What follows belongs to an exercise in optimizing a design on an open flow for small area; a production flow would make more cautious choices. In this exercise RTL edits were held to simulation tests only and were not proved equivalent to the original. No activity file was given, so power comes from the tool's default toggle rates.

## build 98
==> flow/design.v <==
module i2c_burst_mem #(
    parameter int DATA_W = 8,
    parameter int ADDR_W = 7
) (
    input  logic              clk,
    input  logic              reset,
    input  logic              start,
    input  logic              stop,
    input  logic              rw,
    input  logic              rx_valid,
    input  logic [DATA_W-1:0] rx_data,
    input  logic              tx_req,
    input  logic              wp,
    output logic              tx_valid,
    output logic [DATA_W-1:0] tx_data,
    output logic              ack,
    output logic [ADDR_W-1:0] ptr,
    output logic              busy
);
    localparam int DEPTH = 1 << ADDR_W;
    localparam int NP    = DEPTH / 2;      
    localparam int PW    = ADDR_W - 1;     
    localparam logic [1:0] IDLE = 2'b00, ADDR = 2'b01, WRITE = 2'b10, READ = 2'b11;
    logic [1:0]        state;
    logic [1:0]        p;                  
    logic              c1, c2;             
    logic              dp;                 
    logic [DATA_W-1:0] hd;                 
    logic              bus_ctrl, rx_ev, tx_ev, wr_en;
    logic              imm, wnow, in_g, pol_w;
    logic [1:0]        pn;
    logic [PW-1:0]     tp;                 
    logic [PW-1:0]     rp;                 
    logic [ADDR_W-1:0] ptr_nx;             
    logic [ADDR_W-1:0] ra_nx;              
    logic              pol_g;
    logic [DATA_W-1:0] gv;                 
    logic [DATA_W-1:0] pf;                 
    logic [DATA_W-1:0] wd, dw, rd;
    logic [NP-1:0]     en_n, hn, selg_n;
    logic [DATA_W-1:0] g [NP];
    logic [DATA_W-1:0] f [NP];
    logic [DATA_W-1:0] y [NP/2];
    assign busy     = state != IDLE;
    assign bus_ctrl = start | stop;
    assign rx_ev    = rx_valid & ~bus_ctrl;
    assign tx_ev    = tx_req & ~bus_ctrl;
    assign wr_en    = (state == WRITE) & rx_ev & ~wp;
    assign in_g = ptr[0] == p[0];
    assign imm  = ~in_g;
    assign wnow = (wr_en & imm) | dp;
    assign tp   = ptr[ADDR_W-1:1] - PW'(dp & ~ptr[0]);
    assign ra_nx = (ptr_nx[0] == pn[0]) ? ptr_nx : ptr_nx + ADDR_W'(1);
    assign pn    = p + 2'd1;
    assign pol_w = pn[0] ^ pn[1];
    assign wd    = dp ? hd : rx_data;
    assign dw    = wnow ? ~(wd ^ {DATA_W{pol_w}}) : '1;
    localparam int LA = PW / 2;
    localparam int NA = 1 << LA;
    localparam int NB = NP / NA;
    logic [NA-1:0] ta, twa, ra_a;
    logic [NB-1:0] tb, twb, rb;
    for (genvar i = 0; i < NA; i++) begin : g_pa
        assign ta[i]  = tp[LA-1:0] == LA'(i);
        assign twa[i] = (wnow & ta[i]) | c2;
        assign ra_a[i] = rp[LA-1:0] == LA'(i);
    end
    for (genvar j = 0; j < NB; j++) begin : g_pb
        assign tb[j]  = tp[PW-1:LA] == (PW-LA)'(j);
        assign twb[j] = tb[j] | c2;
        assign rb[j]  = rp[PW-1:LA] == (PW-LA)'(j);
    end
    for (genvar k = 0; k < NP; k++) begin : g_pair
        assign en_n[k]   = ~(ta[k%NA] & tb[k/NA]);
        assign hn[k]     = twa[k%NA] & twb[k/NA];
        assign selg_n[k] = ~(ra_a[k%NA] & rb[k/NA]);
        for (genvar b = 0; b < DATA_W; b++) begin : g_bit
            i2c_burst_mem_cell u_cell (
                .clk(clk), .hn(hn[k]), .en_n(en_n[k]), .dw(dw[b]),
                .g(g[k][b]), .f(f[k][b])
            );
        end
    end
    for (genvar q = 0; q < NP/2; q++) begin : g_rsel
        for (genvar b = 0; b < DATA_W; b++) begin : g_bit
            i2c_burst_mem_rsel u_rsel (
                .s0(g[2*q][b]), .sel0_n(selg_n[2*q]),
                .s1(g[2*q+1][b]), .sel1_n(selg_n[2*q+1]),
                .y(y[q][b])
            );
        end
    end
    logic [DATA_W-1:0] ry;
    always_comb begin
        ry = '0;
        for (int q = 0; q < NP/2; q++)
            ry = ry | y[q];
    end
    assign pol_g = p[0] ^ p[1];
    assign gv    = ~ry ^ {DATA_W{pol_g}};
    assign rd    = (in_g ? gv : pf) & {DATA_W{~c2}};
    always_ff @(posedge clk or posedge reset) begin
        if (reset) begin
            p  <= 2'd2;
            c1 <= 1'b1;
            c2 <= 1'b1;
            dp <= 1'b0;
        end else begin
            p  <= pn;
            c1 <= 1'b0;
            c2 <= c1;
            dp <= wr_en & ~imm;
        end
    end
    always_ff @(posedge clk or posedge reset) begin
        if (reset) rp <= '0;
        else       rp <= ra_nx[ADDR_W-1:1];
    end
    always_ff @(posedge clk) begin
        hd <= rx_data;
        pf <= gv;
    end
    always_comb begin
        ptr_nx = ptr;
        case (state)
            ADDR:    if (rx_ev) ptr_nx = rx_data[ADDR_W-1:0];
            WRITE:   if (rx_ev) ptr_nx = ptr + ADDR_W'(1);
            READ:    if (tx_ev) ptr_nx = ptr + ADDR_W'(1);
            default: ;
        endcase
    end
    always_ff @(posedge clk or posedge reset) begin
        if (reset) begin
            state    <= IDLE;
            ptr      <= '0;
            ack      <= 1'b0;
            tx_valid <= 1'b0;
            tx_data  <= '0;
        end else begin
            tx_valid <= 1'b0;
            ptr      <= ptr_nx;
            if (start) begin
                state <= rw ? READ : ADDR;
            end else if (stop) begin
                state <= IDLE;
            end else begin
                case (state)
                    ADDR: if (rx_ev) begin
                        ack   <= 1'b1;
                        state <= WRITE;
                    end
                    WRITE: if (rx_ev) begin
                        ack <= ~wp;
                    end
                    READ: if (tx_ev) begin
                        tx_data  <= rd;
                        tx_valid <= 1'b1;
                    end
                    default: ;
                endcase
            end
        end
    end
endmodule
module i2c_burst_mem_cell (
    input  logic clk,
    input  logic hn,
    input  logic en_n,
    input  logic dw,
    output logic g,
    output logic f
);
    always_ff @(posedge clk) begin
        g <= ~((f | hn) & (dw | en_n));
        f <= g;
    end
endmodule
module i2c_burst_mem_rsel (
    input  logic s0,
    input  logic sel0_n,
    input  logic s1,
    input  logic sel1_n,
    output logic y
);
    assign y = ~((s0 | sel0_n) & (s1 | sel1_n));
endmodule
export LEC_CHECK = 0
export CAP_MARGIN = 20
export CORE_MARGIN = 2
export CORE_UTILIZATION = 40
export CTS_BUF_LIST = sky130_fd_sc_hd__clkbuf_16
export CTS_CLUSTER_DIAMETER = 120
export CTS_CLUSTER_SIZE = 25
export PLACE_DENSITY = 0.8
export SLEW_MARGIN = 20
export SYNTH_HIERARCHICAL = 1
export SYNTH_MINIMUM_KEEP_SIZE = 0
create_clock -name core_clock -period 5.0 [get_ports {clk}]
standard.sh (not shown) runs the stock make flow with config.mk's settings and CLKGATE_MAP_FILE= SYNTH_SCRIPT=/design/flow/synth_recipe.tcl, a recipe that flattens the netlist after the stock synthesis.
==> flow/flow/run.sh <==
#!/bin/bash
# The standard layout (standard.sh, unchanged synthesis and steps) with settings of its own:
# - every input and output port gets a sky130_fd_sc_hd__buf_2 as its port buffer, in place of
#   the default clkdlybuf4s50_1;
set -euo pipefail
export BUFFER_PORTS_ARGS="-buffer_cell sky130_fd_sc_hd__buf_2"
export CTS_ARGS="-sink_clustering_enable -repair_clock_nets -sink_clustering_size 25 -sink_clustering_max_diameter 120 -buf_list sky130_fd_sc_hd__clkbuf_16 -dont_use_dummy_load"
bash standard.sh > standard.log 2>&1
### build 98 -> build 58
-- flow/design.v --
<<< build 98, line 26
    logic              c1, c2;             
    logic              dp;                 
    logic [DATA_W-1:0] hd;                 
    logic              bus_ctrl, rx_ev, tx_ev, wr_en;
    logic              imm, wnow, in_g, pol_w;
>>> build 58, line 26
    logic              c1, c2;             
    logic              dp;                 
    logic              bus_ctrl, rx_ev, tx_ev, wr_en;
    logic              imm, wnow, in_g, pol_w;
<<< build 98, line 32
    logic [PW-1:0]     tp;                 
    logic [PW-1:0]     rp;                 
    logic [ADDR_W-1:0] ptr_nx;             
    logic [ADDR_W-1:0] ra_nx;              
    logic              pol_g;
    logic [DATA_W-1:0] gv;                 
    logic [DATA_W-1:0] pf;                 
    logic [DATA_W-1:0] wd, dw, rd;
    logic [NP-1:0]     en_n, hn, selg_n;
>>> build 58, line 31
    logic [PW-1:0]     tp;                 
    logic [PW-1:0]     rp;                 
    logic [ADDR_W-1:0] ra;                 
    logic              pol_g;
    logic [DATA_W-1:0] gv;                 
    logic [DATA_W-1:0] m;
    logic [DATA_W-1:0] wd, dw, rd;
    logic [NP-1:0]     en_n, hn, selg_n;
<<< build 98, line 51
    assign wnow = (wr_en & imm) | dp;
    assign tp   = ptr[ADDR_W-1:1] - PW'(dp & ~ptr[0]);
    assign ra_nx = (ptr_nx[0] == pn[0]) ? ptr_nx : ptr_nx + ADDR_W'(1);
    assign pn    = p + 2'd1;
    assign pol_w = pn[0] ^ pn[1];
    assign wd    = dp ? hd : rx_data;
    assign dw    = wnow ? ~(wd ^ {DATA_W{pol_w}}) : '1;
    localparam int LA = PW / 2;
>>> build 58, line 49
    assign wnow = (wr_en & imm) | dp;
    assign tp   = ptr[ADDR_W-1:1] - PW'(dp & ~ptr[0]);
    assign ra   = in_g ? ptr : ptr + ADDR_W'(1);
    assign rp   = ra[ADDR_W-1:1];
    assign pn    = p + 2'd1;
    assign pol_w = pn[0] ^ pn[1];
    assign wd    = dp ? m : rx_data;
    assign dw    = wnow ? ~(wd ^ {DATA_W{pol_w}}) : '1;
    localparam int LA = PW / 2;
<<< build 98, line 99
    assign pol_g = p[0] ^ p[1];
    assign gv    = ~ry ^ {DATA_W{pol_g}};
    assign rd    = (in_g ? gv : pf) & {DATA_W{~c2}};
    always_ff @(posedge clk or posedge reset) begin
        if (reset) begin
>>> build 58, line 98
    assign pol_g = p[0] ^ p[1];
    assign gv    = ~ry ^ {DATA_W{pol_g}};
    assign rd    = (in_g ? gv : m) & {DATA_W{~c2}};
    always_ff @(posedge clk or posedge reset) begin
        if (reset) begin
<<< build 98, line 113
        end
    end
    always_ff @(posedge clk or posedge reset) begin
        if (reset) rp <= '0;
        else       rp <= ra_nx[ADDR_W-1:1];
    end
    always_ff @(posedge clk) begin
        hd <= rx_data;
        pf <= gv;
    end
    always_comb begin
        ptr_nx = ptr;
        case (state)
            ADDR:    if (rx_ev) ptr_nx = rx_data[ADDR_W-1:0];
            WRITE:   if (rx_ev) ptr_nx = ptr + ADDR_W'(1);
            READ:    if (tx_ev) ptr_nx = ptr + ADDR_W'(1);
            default: ;
        endcase
    end
    always_ff @(posedge clk or posedge reset) begin
        if (reset) begin
>>> build 58, line 112
        end
    end
    always_ff @(posedge clk)
        m <= wr_en ? rx_data : gv;
    always_ff @(posedge clk or posedge reset) begin
        if (reset) begin
<<< build 98, line 139
        end else begin
            tx_valid <= 1'b0;
            ptr      <= ptr_nx;
            if (start) begin
                state <= rw ? READ : ADDR;
>>> build 58, line 123
        end else begin
            tx_valid <= 1'b0;
            if (start) begin
                state <= rw ? READ : ADDR;
<<< build 98, line 147
                case (state)
                    ADDR: if (rx_ev) begin
                        ack   <= 1'b1;
                        state <= WRITE;
                    end
                    WRITE: if (rx_ev) begin
                        ack <= ~wp;
                    end
>>> build 58, line 130
                case (state)
                    ADDR: if (rx_ev) begin
                        ptr   <= rx_data[ADDR_W-1:0];
                        ack   <= 1'b1;
                        state <= WRITE;
                    end
                    WRITE: if (rx_ev) begin
                        ptr <= ptr + ADDR_W'(1);
                        ack <= ~wp;
                    end
<<< build 98, line 156
                        tx_data  <= rd;
                        tx_valid <= 1'b1;
                    end
                    default: ;
>>> build 58, line 141
                        tx_data  <= rd;
                        tx_valid <= 1'b1;
                        ptr      <= ptr + ADDR_W'(1);
                    end
                    default: ;
==> run notes <==
Per the comparison of build 58 with build 98, die area barely changed; largest buffer count on any clock path barely changed.
Relative to build 98, final worst slack has decreased by 0.55 ns in build 58.
Compare build 58 and build 98 | via count of the first global-routing pass lower: build 98
For portion of netlist area occupied by mux cells, build 58 and build 98 come out practically identical.
Compared with build 98, internal power in build 58 increased by a few percent.
Taking build 58 as 1.0, build 98 lands at 0.893 on wire length.
Build 58 gives more final estimated routing congestion in global placement than build 98 did.
[compare] base=build 98 new=build 58: flip-flop and latch share of the layout cell area moved down, count of fill cells added during filler insertion moved up.
The clock power of build 98 and that of build 58 are within noise of each other.
Build 58 vs. build 98: worst-case headroom to the max-slew limit has increased, clock distribution area overhead in the final layout has remained practically unchanged, chip height has remained practically unchanged.

separate check: timing with driven ports:
How much do the figures lean on ideal ports? The routed layouts below were timed once more, with nothing changed but the port constraints.
Step 1: set_driving_cell puts a clkbuf_16 on clk and a buf_2 on each other input, an assumption about the parent block.
Step 2 moves the port delays by t, midway between the first and last clock arrival at a register: inputs arrive t later, outputs are due t later. That takes back most of the time a late clock gives input paths.
Slacks: no drivers / after step 1 / after step 2; pairs: no drivers / after step 1.
run | shift t [ns] | slack for setup (ns) | hold WS [ns] | cell pins on the clock port's net
build 98 | 0.670 | 1.081 / 1.081 / 1.081 | 0.343 / 0.343 / 0.343 | 1
build 58 | 0.673 | 0.535 / 0.535 / 0.535 | 0.334 / 0.334 / 0.334 | 1
After both steps setup and hold are still met in every run listed.
